From an optimization exercise on the open Yosys and OpenROAD flow, aimed at small area, a short achievable clock period and few clock cycles per item; shortcuts taken in it are not production practice.
RTL that was checked went through simulation tests only; none was proved equivalent to the original.

// tns_link_top
module tns_link_top (
    input  logic        clock,
    input  logic        rst_n,
    input  logic        in_valid,
    input  logic [23:0] in_data,
    input  logic        out_credit,
    output logic        in_credit,
    output logic        out_valid,
    output logic [27:0] out_code,
    output logic [23:0] out_data
);
    localparam int CAP = 3;   
    logic        a_v;
    logic [23:0] a_d;
    logic        v1;
    logic [23:0] d1;
    logic [19:0] r1;
    logic [27:22] c1;       
    logic [27:22] cn1;      
    logic [19:0] rn1;
    logic        v2;
    logic [23:0] d2;
    logic [11:0] r2;
    logic [27:13] c2;       
    logic [27:13] cn2;      
    logic [11:0] rn2;
    logic        v3;
    logic [23:0] d3;
    logic [27:0] c3;       
    logic [27:0] cn3;      
    logic        ov;
    logic [2:0]  ocred;    
    logic [2:0]  xcred;    
    logic [2:0]  rcred;    
    logic        ic;
    logic [2:0]  ocred_k;
    logic free3;
    assign free3 = (ocred_k != 3'd0);
    logic free2;
    assign free2 = !v2 || free3;
    logic free1;
    assign free1 = !v1 || free2;
    logic a_mv;
    assign a_mv = a_v && free1;
    logic mv1;
    assign mv1 = v1 && free2;
    logic mv2;
    assign mv2 = v2 && free3;
    logic [8:0] h1;
    assign h1 = {c1[26], c1[23], 1'b0, 1'b0, 1'b0, 1'b0, 1'b0, 1'b0, 1'b0};
  ...
For scale: about 0.013 sq mm of cells after synthesis.
==> flow/config.mk <==
export PLATFORM = sky130hd
export DESIGN_NAME = tns_link_top
export DESIGN_NICKNAME = tns_link_top
export VERILOG_FILES = /design/flow/design.v
export SDC_FILE = /design/flow/constraint.sdc
export NUM_CORES = 4
export LEC_CHECK = 0
export ABC_AREA = 1
export CAP_MARGIN = 20
export CORE_MARGIN = 2
export CORE_UTILIZATION = 40
export CTS_BUF_LIST = sky130_fd_sc_hd__clkbuf_8 sky130_fd_sc_hd__clkbuf_16
export CTS_CLUSTER_DIAMETER = 100
export CTS_CLUSTER_SIZE = 25
export SLEW_MARGIN = 20
==> flow/constraint.sdc <==
create_clock -name core_clock -period 45.0 [get_ports {clock}]
set_input_delay 9.0000 -clock core_clock [delete_from_list [all_inputs] [get_ports {clock}]]
set_output_delay 9.0000 -clock core_clock [all_outputs]
set_load 0.01 [all_outputs]
standard.sh (not shown) runs the stock make flow with config.mk's settings and CLKGATE_MAP_FILE= SYNTH_SCRIPT=/design/flow/synth_recipe.tcl, a recipe that flattens the netlist after the stock synthesis.
==> flow/flow/run.sh <==
#!/bin/bash
# The standard layout, with port buffers of a plain buffer cell.
set -euo pipefail
export BUFFER_PORTS_ARGS="-buffer_cell sky130_fd_sc_hd__buf_1"
bash standard.sh finish > standard_flow.log 2>&1
The first run completed without violations.
Rerun with:
--- a/flow/design.v
+++ b/flow/design.v
@@ -875,39 +875,43 @@
     wire [5:0] r6;
     assign r6[0] = r7[0];
     assign r6[1] = r7[1];
     assign r6[2] = r7[2] ^ code_o[6];
     assign r6[3] = r7[3] ^ (code_o[6] & ~w6_3);
     assign r6[4] = r7[4] ^ (code_o[6] & w6_4);
     assign r6[5] = r7[5] ^ (code_o[6] & ~w6_5);
-    wire w5_4 = ~r6[3];
-    wire w5_5 = ~r6[4] | w5_4;
-    wire w5_6 = ~r6[5] & w5_5;
-    wire w5l_3 = ~r6[2];
-    wire w5l_4 = ~r6[3] | w5l_3;
-    wire w5l_5 = ~r6[4] | w5l_4;
-    wire w5l_6 = ~r6[5] & w5l_5;
-    assign code_o[5] = ~w5_6 & (hist[1] | ~w5l_6);
-    wire [4:0] r5;
-    assign r5[0] = r6[0];
-    assign r5[1] = r6[1];
-    assign r5[2] = r6[2];
-    assign r5[3] = r6[3] ^ code_o[5];
-    assign r5[4] = r6[4] ^ (code_o[5] & ~w5_4);
-    wire w4_1 = ~r5[0];
-    wire w4_2 = ~r5[1] & w4_1;
-    wire w4_3 = ~r5[2] | w4_2;
-    wire w4_4 = ~r5[3] | w4_3;
-    wire w4_5 = ~r5[4] & w4_4;
-    assign code_o[4] = ~w4_5;
+    wire g1o1_1 = ~r6[0];
+    wire g1o1_2 = ~r6[1] & g1o1_1;
+    wire g1o1_3 = ~r6[2] | g1o1_2;
+    wire g1o1_4 = ~r6[3] | g1o1_3;
+    wire g1o1_5 = ~r6[4] & g1o1_4;
+    wire g1o1_6 = ~r6[5] & g1o1_5;
+    wire g1o2_4 = ~r6[3];
+    wire g1o2_5 = ~r6[4] | g1o2_4;
+    wire g1o2_6 = ~r6[5] & g1o2_5;
+    wire g1o3_1 = ~r6[0];
+    wire g1o3_2 = ~r6[1] & g1o3_1;
+    wire g1o3_3 = ~r6[2] | g1o3_2;
+    wire g1o3_4 = ~r6[3] & g1o3_3;
+    wire g1o3_5 = ~r6[4] & g1o3_4;
+    wire g1o3_6 = ~r6[5] | g1o3_5;
+    wire g1l_3 = ~r6[2];
+    wire g1l_4 = ~r6[3] | g1l_3;
+    wire g1l_5 = ~r6[4] | g1l_4;
+    wire g1l_6 = ~r6[5] & g1l_5;
+    assign code_o[5] = ~g1o2_6 & (hist[1] | ~g1l_6);
+    assign code_o[4] = code_o[5] ? ~g1o3_6 : ~g1o1_6;
+    wire s1_1 = ~code_o[5] & code_o[4];
+    wire s1_2 = code_o[5] & ~code_o[4];
+    wire s1_3 = code_o[5] & code_o[4];
     wire [3:0] r4;
-    assign r4[0] = r5[0] ^ code_o[4];
-    assign r4[1] = r5[1] ^ (code_o[4] & w4_1);
-    assign r4[2] = r5[2] ^ (code_o[4] & ~w4_2);
-    assign r4[3] = r5[3] ^ (code_o[4] & ~w4_3);
+    assign r4[0] = r6[0] ^ (s1_1 | s1_3);
+    assign r4[1] = r6[1] ^ ((s1_1 & g1o1_1) | (s1_3 & g1o3_1));
+    assign r4[2] = r6[2] ^ ((s1_1 & ~g1o1_2) | (s1_3 & ~g1o3_2));
+    assign r4[3] = r6[3] ^ ((s1_1 & ~g1o1_3) | s1_2 | (s1_3 & g1o3_3));
     wire w3_1 = ~r4[0];
     wire w3_2 = ~r4[1] | w3_1;
     wire w3_3 = ~r4[2] | w3_2;
     wire w3_4 = ~r4[3] & w3_3;
     assign code_o[3] = ~w3_4;
     wire [2:0] r3;
     assign r3[0] = r4[0] ^ code_o[3];
Outcome:
- clock-buffer cell count falls by 3
- cell area falls by 0.56%
- register-to-register slack gets worse by 0.04 ns
Testbench counts after the change, summed over its fixed seeds: cycles 5,547, words 4,800.
The RTL of the first run of this note was laid out without a check of its function.

[port drivers added, routing unchanged]
The flow's constraints put no driver on any port. The routed layouts listed below were extracted and timed again, unchanged, in two steps.
Step 1 (the two cells are an assumption about what drives the block):
set clk [get_ports {clock}]
set_driving_cell -lib_cell sky130_fd_sc_hd__clkbuf_16 $clk
set_driving_cell -lib_cell sky130_fd_sc_hd__buf_2 [delete_from_list [all_inputs] $clk]
Step 2 times the ports against the registers' clock, not the clock port: input delays grow and output delays shrink by t, the midpoint of the rising clock arrivals with the driver on.
Slacks: no drivers / after step 1 / after step 2; pairs: no drivers / after step 1.
| run | shift t [ns] | setup WS [ns] | worst hold slack (ns) |
|---|---|---|---|
| the first run | 0.483 | 35.005 / 34.958 / 35.185 | 0.341 / 0.341 / 0.341 |
| the second run | 0.499 | 34.974 / 34.928 / 35.150 | 0.345 / 0.345 / 0.345 |
After both steps every run listed still meets setup and hold.
